Context: an optimization exercise on an open-source flow, tuned for small area, a short achievable clock period and few clock cycles per item. The choices shown serve that exercise and are no tape-out recipe. Only simulation tests tie the RTL to the original design; equivalence was not proved. Power and IR drop assume default switching activity.

Design buddy_block_allocator, start of the top module:
module buddy_block_allocator (
    input  logic        i_clk,
    input  logic        i_rst_n,
    input  logic        i_in_valid,
    output logic        o_in_ready,
    input  logic [33:0] i_in_data,
    output logic        o_out_valid,
    input  logic        i_out_ready,
    output logic [17:0] o_out_data
);
For scale: about 5000 cells after synthesis, ~560 flip-flops, about 58 I/O pins, ~37000 um2 of cells after synthesis.
==> module buddy_block_allocator, before the edit <==
module buddy_block_allocator (
    input  logic        i_clk,
    input  logic        i_rst_n,
    input  logic        i_in_valid,
    output logic        o_in_ready,
    input  logic [33:0] i_in_data,
    output logic        o_out_valid,
    input  logic        i_out_ready,
    output logic [17:0] o_out_data
);
    logic [255:1] r_s;
    logic [255:0] r_a;
    logic       r_v;     
    logic       r_clr;   
    logic       r_op;    
    logic       r_rej;   
    logic [8:0] r_ge;    
    logic       r_rok;   
    logic [7:0] r_g;     
    logic        r_hv, r_tv;
    logic [10:0] r_hd, r_td;
    logic [16:0] in_n;
    logic [8:0]  in_ge;
    logic        accept, go;
    assign in_n = i_in_data[32:16];
    always_comb begin
        for (int m = 8; m <= 16; m++) begin
            in_ge[m-8] = (in_n <= 17'((1 << m) - 32));
        end
    end
    assign go         = r_v & !r_tv;
    assign o_in_ready = !r_clr & (!r_v | !r_tv);
    assign accept     = i_in_valid & o_in_ready;
    logic [511:1] fv;      
    logic [8:0]   any_l;   
    logic [71:0]  gl;      
    genvar h, m;
    generate
        for (h = 1; h < 512; h++) begin : g_fv
            localparam int W  = $clog2(h + 1) - 1;         
            localparam int FG = (h - (1 << W)) << (8 - W);  
            if (h == 1) begin : g_root
                assign fv[h] = !r_s[1] && !r_a[0];
            end else if (h < 256) begin : g_inner
                assign fv[h] = r_s[h/2] && !r_s[h] && !r_a[FG];
            end else begin : g_grain
                assign fv[h] = r_s[h/2] && !r_a[FG];
            end
        end
        for (m = 8; m < 16; m++) begin : g_lvl
            logic [15-m:0] idx;
            bba_pe #(.W(16 - m)) u_pe (
                .i_v   (fv[(2 << (16 - m)) - 1 : (1 << (16 - m))]),
                .o_any (any_l[m-8]),
                .o_idx (idx)
            );
            assign gl[(m-8)*8 +: 8] = 8'(idx) << (m - 8);
        end
    endgenerate
    assign any_l[8]  = fv[1];
    assign gl[64 +: 8] = 8'd0;
    logic [8:0] cand, below, lsel;
    logic       found;
    logic [7:0] g_al;
    always_comb begin
        cand  = any_l & r_ge;
        found = |cand;
        below[0] = 1'b0;
        for (int i = 1; i < 9; i++) below[i] = below[i-1] | cand[i-1];
        lsel = cand & ~below;
        g_al = '0;
        for (int i = 0; i < 9; i++) g_al = g_al | (lsel[i] ? gl[i*8 +: 8] : 8'd0);
    end
    logic [1:0]  a_pair;   
    logic        a_self;
    logic [15:8] bf;       
    assign a_pair[0] = r_a[{r_g[7:1], 1'b0}];
    assign a_pair[1] = r_a[{r_g[7:1], 1'b1}];
    assign a_self    = r_g[0] ? a_pair[1] : a_pair[0];
    assign bf[8]     = !(r_g[0] ? a_pair[0] : a_pair[1]);
    generate
        for (m = 9; m < 16; m++) begin : g_bud
            localparam int W = 16 - m;
            logic [(1<<W)-1:0] nfa;
            for (genvar i = 0; i < (1 << W); i++) begin : g_nfa
                assign nfa[i] = !r_s[(1 << W) + i] && !r_a[i << (m - 8)];
            end
            assign bf[m] = nfa[r_g[7 -: W] ^ W'(1)];
        end
    endgenerate
    logic [16:9] en_rel;
    always_comb begin
        logic run;
        run = 1'b1;
        for (int i = 9; i <= 16; i++) begin
            run = run & bf[i-1];
            en_rel[i] = run;
        end
    end
    logic       alloc_go, rel_go, val_s, en_a;
    logic [16:9] en_s;
    assign alloc_go = go && !r_op && !r_rej && found;
    assign rel_go   = go && r_op && r_rok && a_self;
    assign val_s    = !r_op && !r_clr;
    assign en_a     = r_clr || alloc_go || rel_go;
    always_comb begin
        for (int i = 9; i <= 16; i++) begin
            en_s[i] = r_clr || (alloc_go && r_ge[i-9] && !below[i-8]) || (rel_go && en_rel[i]);
        end
    end
    logic [15:0] dh_al, dl_al, dhi, dlo;
    always_comb begin
        dh_al = '0;
        dl_al = '0;
        for (int i = 0; i < 9; i++) begin
            for (int v = 0; v < 16; v++) begin
                dh_al[v] = dh_al[v] | (lsel[i] && gl[i*8+4 +: 4] == 4'(v));
                dl_al[v] = dl_al[v] | (lsel[i] && gl[i*8 +: 4] == 4'(v));
            end
        end
        for (int v = 0; v < 16; v++) begin
            dhi[v] = (r_op || r_clr) ? (r_g[7:4] == 4'(v)) : dh_al[v];
            dlo[v] = (r_op || r_clr) ? (r_g[3:0] == 4'(v)) : dl_al[v];
        end
    end
    generate
        for (h = 1; h < 256; h++) begin : g_su
            localparam int W = $clog2(h + 1) - 1;
            localparam int J = h - (1 << W);
            logic sel;
            if (W > 4) begin : g_lo
                logic lo;
                always_comb begin
                    lo = 1'b0;
                    for (int v = 0; v < 16; v++)
                        if ((v >> (8 - W)) == (J % (1 << (W - 4)))) lo = lo | dlo[v];
                end
                assign sel = dhi[J >> (W - 4)] && en_s[16-W] && lo;
            end else if (W > 0) begin : g_hi
                logic hi;
                always_comb begin
                    hi = 1'b0;
                    for (int v = 0; v < 16; v++)
                        if ((v >> (4 - W)) == J) hi = hi | dhi[v];
                end
                assign sel = en_s[16-W] && hi;
            end else begin : g_root
                assign sel = en_s[16];
            end
            always_ff @(posedge i_clk) begin
                if (sel) begin
                    r_s[h] <= val_s;
                end
            end
        end
        for (h = 0; h < 256; h++) begin : g_au
            always_ff @(posedge i_clk) begin
                if (en_a && dhi[h >> 4] && dlo[h % 16]) begin
                    r_a[h] <= val_s;
                end
            end
        end
    endgenerate
    always_ff @(posedge i_clk) begin
        if (!i_rst_n) begin
            r_v   <= 1'b0;
            r_clr <= 1'b1;
            r_g   <= '0;
        end else begin
            if (accept) begin
                r_v <= 1'b1;
            end else if (go) begin
                r_v <= 1'b0;
            end
            if (r_clr) begin
                r_g <= r_g + 1'b1;
                if (r_g == 8'hff) begin
                    r_clr <= 1'b0;
                end
            end else if (accept) begin
                r_g <= i_in_data[15:8];
            end
        end
        if (accept) begin
            r_op  <= i_in_data[33];
            r_rej <= (in_n == '0) || (in_n > 17'd65536);
            r_ge  <= in_ge;
            r_rok <= (i_in_data[7:0] == 8'h20);
        end
    end
    logic [10:0] res;
    logic        ok;
    logic [1:0]  st;
    assign ok  = !r_op && !r_rej && found;
    assign st  = r_op ? bba_pkg::ST_DONE : r_rej ? bba_pkg::ST_REJECT :
                 found ? bba_pkg::ST_DONE : bba_pkg::ST_NOMEM;
    assign res = {st, ok ? g_al : 8'd0, ok};
    always_ff @(posedge i_clk) begin
        if (!i_rst_n) begin
            r_hv <= 1'b0;
            r_tv <= 1'b0;
        end else if (r_tv) begin
            if (i_out_ready) begin
                r_tv <= 1'b0;
            end
        end else if (!r_hv || i_out_ready) begin
            r_hv <= go;
        end else if (go) begin
            r_tv <= 1'b1;
        end
    end
    always_ff @(posedge i_clk) begin
        if (r_tv) begin
            if (i_out_ready) begin
                r_hd <= r_td;
            end
        end else if (!r_hv || i_out_ready) begin
            r_hd <= res;
        end else if (go) begin
            r_td <= res;
        end
    end
    assign o_out_valid = r_hv;
    assign o_out_data  = {r_hd[10:1], 2'b00, r_hd[0], 5'd0};
endmodule
Settings: LEC_CHECK=0, ABC_AREA=1, CAP_MARGIN=20, CELL_PAD_IN_SITES_DETAIL_PLACEMENT=1, CELL_PAD_IN_SITES_GLOBAL_PLACEMENT=2, CORE_MARGIN=2, CORE_UTILIZATION=50, CTS_BUF_LIST=sky130_fd_sc_hd__clkbuf_8, SETUP_SLACK_MARGIN=5, SLEW_MARGIN=30; clock period 10.0 ns.
standard.sh (not shown) runs the stock make flow with config.mk's settings and CLKGATE_MAP_FILE= SYNTH_SCRIPT=/design/flow/synth_recipe.tcl, a recipe that flattens the netlist after the stock synthesis.
==> flow/flow/run.sh <==
#!/bin/bash
set -euo pipefail
MARGIN=5.7
sed -E "s/SETUP_SLACK_MARGIN=[0-9.]+/SETUP_SLACK_MARGIN=${MARGIN}/" standard.sh > standard_margin.sh
grep -q "SETUP_SLACK_MARGIN=${MARGIN}" standard_margin.sh
bash standard_margin.sh > layout.log 2>&1
Testbench counts at the start, summed over its fixed seeds: cycles 4,016, items 4,000.
==> next run, changes <==
--- a/flow/design.v
+++ b/flow/design.v
@@ -132,29 +132,20 @@
     end
     logic       alloc_go, rel_go, val_s, en_a;
     logic [16:9] en_s;
+    logic [7:0] gu;
     assign alloc_go = go && !r_op && !r_rej && found;
     assign rel_go   = go && r_op && r_rok && a_self;
     assign val_s    = !r_op && !r_clr;
     assign en_a     = r_clr || alloc_go || rel_go;
+    assign gu       = (r_op || r_clr) ? r_g : g_al;
     always_comb begin
         for (int i = 9; i <= 16; i++) begin
             en_s[i] = r_clr || (alloc_go && r_ge[i-9] && !below[i-8]) || (rel_go && en_rel[i]);
         end
     end
-    logic [15:0] dh_al, dl_al, dhi, dlo;
-    always_comb begin
-        dh_al = '0;
-        dl_al = '0;
-        for (int i = 0; i < 9; i++) begin
-            for (int v = 0; v < 16; v++) begin
-                dh_al[v] = dh_al[v] | (lsel[i] && gl[i*8+4 +: 4] == 4'(v));
-                dl_al[v] = dl_al[v] | (lsel[i] && gl[i*8 +: 4] == 4'(v));
-            end
-        end
-        for (int v = 0; v < 16; v++) begin
-            dhi[v] = (r_op || r_clr) ? (r_g[7:4] == 4'(v)) : dh_al[v];
-            dlo[v] = (r_op || r_clr) ? (r_g[3:0] == 4'(v)) : dl_al[v];
-        end
+    logic [15:0] dhi;
+    always_comb begin
+        for (int i = 0; i < 16; i++) dhi[i] = (gu[7:4] == 4'(i));
     end
     generate
         for (h = 1; h < 256; h++) begin : g_su
@@ -162,21 +153,9 @@
             localparam int J = h - (1 << W);
             logic sel;
             if (W > 4) begin : g_lo
-                logic lo;
-                always_comb begin
-                    lo = 1'b0;
-                    for (int v = 0; v < 16; v++)
-                        if ((v >> (8 - W)) == (J % (1 << (W - 4)))) lo = lo | dlo[v];
-                end
-                assign sel = dhi[J >> (W - 4)] && en_s[16-W] && lo;
+                assign sel = dhi[J >> (W - 4)] && en_s[16-W] && (gu[3 -: W-4] == (W-4)'(J));
             end else if (W > 0) begin : g_hi
-                logic hi;
-                always_comb begin
-                    hi = 1'b0;
-                    for (int v = 0; v < 16; v++)
-                        if ((v >> (4 - W)) == J) hi = hi | dhi[v];
-                end
-                assign sel = en_s[16-W] && hi;
+                assign sel = en_s[16-W] && (gu[7 -: W] == W'(J));
             end else begin : g_root
                 assign sel = en_s[16];
             end
@@ -188,7 +167,7 @@
         end
         for (h = 0; h < 256; h++) begin : g_au
             always_ff @(posedge i_clk) begin
-                if (en_a && dhi[h >> 4] && dlo[h % 16]) begin
+                if (en_a && dhi[h >> 4] && gu[3:0] == 4'(h)) begin
                     r_a[h] <= val_s;
                 end
             end
Effect:
- The new run passed the timing, design-rule and antenna checks
- hold slack is about the same
- maximum frequency went down slightly
- global-route usage is about the same
- via count went down by a few percent
- routed wire length went down by a few percent
- critical path depth went up by 7
- clock-buffer cell count is unchanged
- combinational power went down by about a fifth
- clock skew went up by 0.027 ns
- final area went down slightly
Testbench counts after the change, summed over its fixed seeds: cycles 4,016, items 4,000.

* * *

The RTL this note starts from:
==> flow/design.v <==
`timescale 1ns / 1ps
package bba_pkg;
    localparam logic [1:0] ST_DONE   = 2'd0;
    localparam logic [1:0] ST_REJECT = 2'd1;
    localparam logic [1:0] ST_NOMEM  = 2'd2;
endpackage
`timescale 1ns / 1ps
`timescale 1ns / 1ps
module bba_pe #(
    parameter int W = 8
) (
    input  logic [(1<<W)-1:0] i_v,
    output logic              o_any,
    output logic [W-1:0]      o_idx
);
    localparam int N = 1 << W;
    logic [2*N-1:1]   an;
    logic [2*N*W-1:0] ix;
    genvar h;
    generate
        for (h = N; h < 2 * N; h++) begin : g_leaf
            assign an[h]          = i_v[h-N];
            assign ix[h*W +: W]   = W'(h - N);
        end
        for (h = N - 1; h >= 1; h--) begin : g_node
            assign an[h]        = an[2*h] | an[2*h+1];
            assign ix[h*W +: W] = an[2*h] ? ix[(2*h)*W +: W] : ix[(2*h+1)*W +: W];
        end
    endgenerate
    assign o_any = an[1];
    assign o_idx = ix[W +: W];
endmodule
`timescale 1ns / 1ps
module buddy_block_allocator (
    input  logic        i_clk,
    input  logic        i_rst_n,
    input  logic        i_in_valid,
    output logic        o_in_ready,
    input  logic [33:0] i_in_data,
    output logic        o_out_valid,
    input  logic        i_out_ready,
    output logic [17:0] o_out_data
);
    logic [255:1] r_s;
    logic [255:0] r_a;
    logic       r_v;     
    logic       r_clr;   
    logic       r_op;    
    logic       r_rej;   
    logic [8:0] r_ge;    
    logic       r_rok;   
    logic [7:0] r_g;     
    logic        r_hv, r_tv;
    logic [10:0] r_hd, r_td;
    logic [16:0] in_n;
    logic [8:0]  in_ge;
    logic        accept, go;
    assign in_n = i_in_data[32:16];
    always_comb begin
        for (int m = 8; m <= 16; m++) begin
            in_ge[m-8] = (in_n <= 17'((1 << m) - 32));
        end
    end
    assign go         = r_v & !r_tv;
    assign o_in_ready = !r_clr & (!r_v | !r_tv);
    assign accept     = i_in_valid & o_in_ready;
    logic [511:1] fv;      
    logic [8:0]   any_l;   
    logic [71:0]  gl;      
    genvar h, m;
    generate
        for (h = 1; h < 512; h++) begin : g_fv
            localparam int W  = $clog2(h + 1) - 1;         
            localparam int FG = (h - (1 << W)) << (8 - W);  
            if (h == 1) begin : g_root
                assign fv[h] = !r_s[1] && !r_a[0];
            end else if (h < 256) begin : g_inner
                assign fv[h] = r_s[h/2] && !r_s[h] && !r_a[FG];
            end else begin : g_grain
                assign fv[h] = r_s[h/2] && !r_a[FG];
            end
        end
        for (m = 8; m < 16; m++) begin : g_lvl
            logic [15-m:0] idx;
            bba_pe #(.W(16 - m)) u_pe (
                .i_v   (fv[(2 << (16 - m)) - 1 : (1 << (16 - m))]),
                .o_any (any_l[m-8]),
                .o_idx (idx)
            );
            assign gl[(m-8)*8 +: 8] = 8'(idx) << (m - 8);
        end
    endgenerate
    assign any_l[8]  = fv[1];
    assign gl[64 +: 8] = 8'd0;
    logic [8:0] cand, below, lsel;
    logic       found;
    logic [7:0] g_al;
    always_comb begin
        cand  = any_l & r_ge;
        found = |cand;
        below[0] = 1'b0;
        for (int i = 1; i < 9; i++) below[i] = below[i-1] | cand[i-1];
        lsel = cand & ~below;
        g_al = '0;
        for (int i = 0; i < 9; i++) g_al = g_al | (lsel[i] ? gl[i*8 +: 8] : 8'd0);
    end
    logic [1:0]  a_pair;   
    logic        a_self;
    logic [15:8] bf;       
    assign a_pair[0] = r_a[{r_g[7:1], 1'b0}];
    assign a_pair[1] = r_a[{r_g[7:1], 1'b1}];
    assign a_self    = r_g[0] ? a_pair[1] : a_pair[0];
    assign bf[8]     = !(r_g[0] ? a_pair[0] : a_pair[1]);
    generate
        for (m = 9; m < 16; m++) begin : g_bud
            localparam int W = 16 - m;
            logic [(1<<W)-1:0] nfa;
            for (genvar i = 0; i < (1 << W); i++) begin : g_nfa
                assign nfa[i] = !r_s[(1 << W) + i] && !r_a[i << (m - 8)];
            end
            assign bf[m] = nfa[r_g[7 -: W] ^ W'(1)];
        end
    endgenerate
    logic [16:9] en_rel;
    always_comb begin
        logic run;
        run = 1'b1;
        for (int i = 9; i <= 16; i++) begin
            run = run & bf[i-1];
            en_rel[i] = run;
        end
    end
    logic       alloc_go, rel_go, val_s, en_a;
    logic [16:9] en_s;
    assign alloc_go = go && !r_op && !r_rej && found;
    assign rel_go   = go && r_op && r_rok && a_self;
    assign val_s    = !r_op && !r_clr;
    assign en_a     = r_clr || alloc_go || rel_go;
    always_comb begin
        for (int i = 9; i <= 16; i++) begin
            en_s[i] = r_clr || (alloc_go && r_ge[i-9] && !below[i-8]) || (rel_go && en_rel[i]);
        end
    end
    logic [15:0] dh_al, dl_al, dhi, dlo;
    always_comb begin
        dh_al = '0;
        dl_al = '0;
        for (int i = 0; i < 9; i++) begin
            for (int v = 0; v < 16; v++) begin
                dh_al[v] = dh_al[v] | (lsel[i] && gl[i*8+4 +: 4] == 4'(v));
                dl_al[v] = dl_al[v] | (lsel[i] && gl[i*8 +: 4] == 4'(v));
            end
        end
        for (int v = 0; v < 16; v++) begin
            dhi[v] = (r_op || r_clr) ? (r_g[7:4] == 4'(v)) : dh_al[v];
            dlo[v] = (r_op || r_clr) ? (r_g[3:0] == 4'(v)) : dl_al[v];
        end
    end
    generate
        for (h = 1; h < 256; h++) begin : g_su
            localparam int W = $clog2(h + 1) - 1;
            localparam int J = h - (1 << W);
            logic sel;
            if (W > 4) begin : g_lo
                logic lo;
                always_comb begin
                    lo = 1'b0;
                    for (int v = 0; v < 16; v++)
                        if ((v >> (8 - W)) == (J % (1 << (W - 4)))) lo = lo | dlo[v];
                end
                assign sel = dhi[J >> (W - 4)] && en_s[16-W] && lo;
            end else if (W > 0) begin : g_hi
                logic hi;
                always_comb begin
                    hi = 1'b0;
                    for (int v = 0; v < 16; v++)
                        if ((v >> (4 - W)) == J) hi = hi | dhi[v];
                end
                assign sel = en_s[16-W] && hi;
            end else begin : g_root
                assign sel = en_s[16];
            end
            always_ff @(posedge i_clk) begin
                if (sel) begin
                    r_s[h] <= val_s;
                end
            end
        end
        for (h = 0; h < 256; h++) begin : g_au
            always_ff @(posedge i_clk) begin
                if (en_a && dhi[h >> 4] && dlo[h % 16]) begin
                    r_a[h] <= val_s;
                end
            end
        end
    endgenerate
    always_ff @(posedge i_clk) begin
        if (!i_rst_n) begin
            r_v   <= 1'b0;
            r_clr <= 1'b1;
            r_g   <= '0;
        end else begin
            if (accept) begin
                r_v <= 1'b1;
            end else if (go) begin
                r_v <= 1'b0;
            end
            if (r_clr) begin
                r_g <= r_g + 1'b1;
                if (r_g == 8'hff) begin
                    r_clr <= 1'b0;
                end
            end else if (accept) begin
                r_g <= i_in_data[15:8];
            end
        end
        if (accept) begin
            r_op  <= i_in_data[33];
            r_rej <= (in_n == '0) || (in_n > 17'd65536);
            r_ge  <= in_ge;
            r_rok <= (i_in_data[7:0] == 8'h20);
        end
    end
    logic [10:0] res;
    logic        ok;
    logic [1:0]  st;
    assign ok  = !r_op && !r_rej && found;
    assign st  = r_op ? bba_pkg::ST_DONE : r_rej ? bba_pkg::ST_REJECT :
                 found ? bba_pkg::ST_DONE : bba_pkg::ST_NOMEM;
    assign res = {st, ok ? g_al : 8'd0, ok};
    always_ff @(posedge i_clk) begin
        if (!i_rst_n) begin
            r_hv <= 1'b0;
            r_tv <= 1'b0;
        end else if (r_tv) begin
            if (i_out_ready) begin
                r_tv <= 1'b0;
            end
        end else if (!r_hv || i_out_ready) begin
            r_hv <= go;
        end else if (go) begin
            r_tv <= 1'b1;
        end
    end
    always_ff @(posedge i_clk) begin
        if (r_tv) begin
            if (i_out_ready) begin
                r_hd <= r_td;
            end
        end else if (!r_hv || i_out_ready) begin
            r_hd <= res;
        end else if (go) begin
            r_td <= res;
        end
    end
    assign o_out_valid = r_hv;
    assign o_out_data  = {r_hd[10:1], 2'b00, r_hd[0], 5'd0};
endmodule
make LEC_CHECK=0 ABC_AREA=1 CAP_MARGIN=20 CELL_PAD_IN_SITES_DETAIL_PLACEMENT=1 CELL_PAD_IN_SITES_GLOBAL_PLACEMENT=2 CORE_MARGIN=2 CORE_UTILIZATION=50 SETUP_SLACK_MARGIN=5 SLEW_MARGIN=20 finish   # period 10.0 ns
run.sh (not shown) runs the stock make flow with config.mk's settings and CLKGATE_MAP_FILE= SYNTH_SCRIPT=/design/flow/synth_recipe.tcl, a recipe that flattens the netlist after the stock synthesis.
Stock flow here: none of the scripts above is used.
The first run ran to the end with no violations.
Testbench counts at the start, summed over its fixed seeds: cycles 4,016, items 4,000.
Then changed:
--- a/flow/design.v
+++ b/flow/design.v
@@ -133,8 +133,10 @@
     logic       alloc_go, rel_go, val_s, en_a;
     logic [16:9] en_s;
+    logic [7:0] gu;
     assign alloc_go = go && !r_op && !r_rej && found;
     assign rel_go   = go && r_op && r_rok && a_self;
     assign val_s    = !r_op && !r_clr;
     assign en_a     = r_clr || alloc_go || rel_go;
+    assign gu       = (r_op || r_clr) ? r_g : g_al;
     always_comb begin
         for (int i = 9; i <= 16; i++) begin
@@ -142,18 +144,7 @@
         end
     end
-    logic [15:0] dh_al, dl_al, dhi, dlo;
-    always_comb begin
-        dh_al = '0;
-        dl_al = '0;
-        for (int i = 0; i < 9; i++) begin
-            for (int v = 0; v < 16; v++) begin
-                dh_al[v] = dh_al[v] | (lsel[i] && gl[i*8+4 +: 4] == 4'(v));
-                dl_al[v] = dl_al[v] | (lsel[i] && gl[i*8 +: 4] == 4'(v));
-            end
-        end
-        for (int v = 0; v < 16; v++) begin
-            dhi[v] = (r_op || r_clr) ? (r_g[7:4] == 4'(v)) : dh_al[v];
-            dlo[v] = (r_op || r_clr) ? (r_g[3:0] == 4'(v)) : dl_al[v];
-        end
+    logic [15:0] dhi;
+    always_comb begin
+        for (int i = 0; i < 16; i++) dhi[i] = (gu[7:4] == 4'(i));
     end
     generate
@@ -163,19 +154,7 @@
             logic sel;
             if (W > 4) begin : g_lo
-                logic lo;
-                always_comb begin
-                    lo = 1'b0;
-                    for (int v = 0; v < 16; v++)
-                        if ((v >> (8 - W)) == (J % (1 << (W - 4)))) lo = lo | dlo[v];
-                end
-                assign sel = dhi[J >> (W - 4)] && en_s[16-W] && lo;
+                assign sel = dhi[J >> (W - 4)] && en_s[16-W] && (gu[3 -: W-4] == (W-4)'(J));
             end else if (W > 0) begin : g_hi
-                logic hi;
-                always_comb begin
-                    hi = 1'b0;
-                    for (int v = 0; v < 16; v++)
-                        if ((v >> (4 - W)) == J) hi = hi | dhi[v];
-                end
-                assign sel = en_s[16-W] && hi;
+                assign sel = en_s[16-W] && (gu[7 -: W] == W'(J));
             end else begin : g_root
                 assign sel = en_s[16];
@@ -189,5 +168,5 @@
         for (h = 0; h < 256; h++) begin : g_au
             always_ff @(posedge i_clk) begin
-                if (en_a && dhi[h >> 4] && dlo[h % 16]) begin
+                if (en_a && dhi[h >> 4] && gu[3:0] == 4'(h)) begin
                     r_a[h] <= val_s;
                 end
What happened: The new run completed with no timing, DRC or antenna violations. Synthesized cell count shrinks by 12%. Die area shrinks by about 6.6%. Setup slack is better by 0.090 ns. Area after synthesis shrinks by about 7%. Sequential share of layout area grows by 1.9 points. Worst hold slack is worse by 0.043 ns. Maximum frequency grows by about 1.8%. Utilization grows by 1.1 points. Design area shrinks by about 4.5%. Flip-flop and latch count stays the same.
Testbench counts after the change, summed over its fixed seeds: cycles 4,016, items 4,000.

[separate check: timing with driven ports]
The results above use ideal ports. As a check the final layouts listed here were re-extracted and re-timed, cells and wires unchanged.
Step 1: set_driving_cell puts a clkbuf_16 on i_clk and a buf_2 on each other input, an assumption about the parent block.
Step 2 moves the port delays by t, midway between the first and last clock arrival at a register: inputs arrive t later, outputs are due t later. That takes back most of the time a late clock gives input paths.
a / b / c = ideal ports / drivers / drivers and shift; a / b = the first two.
| run | t (ns) | setup slack, ns | hold slack, ns | worst register clock-pin slew, ns | worst data-port slew with drivers (ns) |
|---|---|---|---|---|---|
| the first run of note 1 | 0.819 | 5.612 / 5.612 / 5.449 | 0.531 / 0.531 / 0.531 | 0.07 / 0.07 | 0.08 |
| the second run of note 1 | 0.844 | 5.587 / 5.587 / 5.365 | 0.529 / 0.529 / 0.529 | 0.09 / 0.09 | 0.04 |
| the first run of note 2 | 0.704 | 4.815 / 4.815 / 4.815 | 0.572 / 0.572 / 0.572 | 0.07 / 0.07 | 0.07 |
| the second run of note 2 | 0.691 | 4.905 / 4.905 / 4.905 | 0.529 / 0.529 / 0.529 | 0.07 / 0.07 | 0.06 |
After both steps every run listed still meets setup and hold. The setup slack of the second run of note 1, which loses most, moves by 0.000 ns with the drivers and by -0.222 ns with both steps.
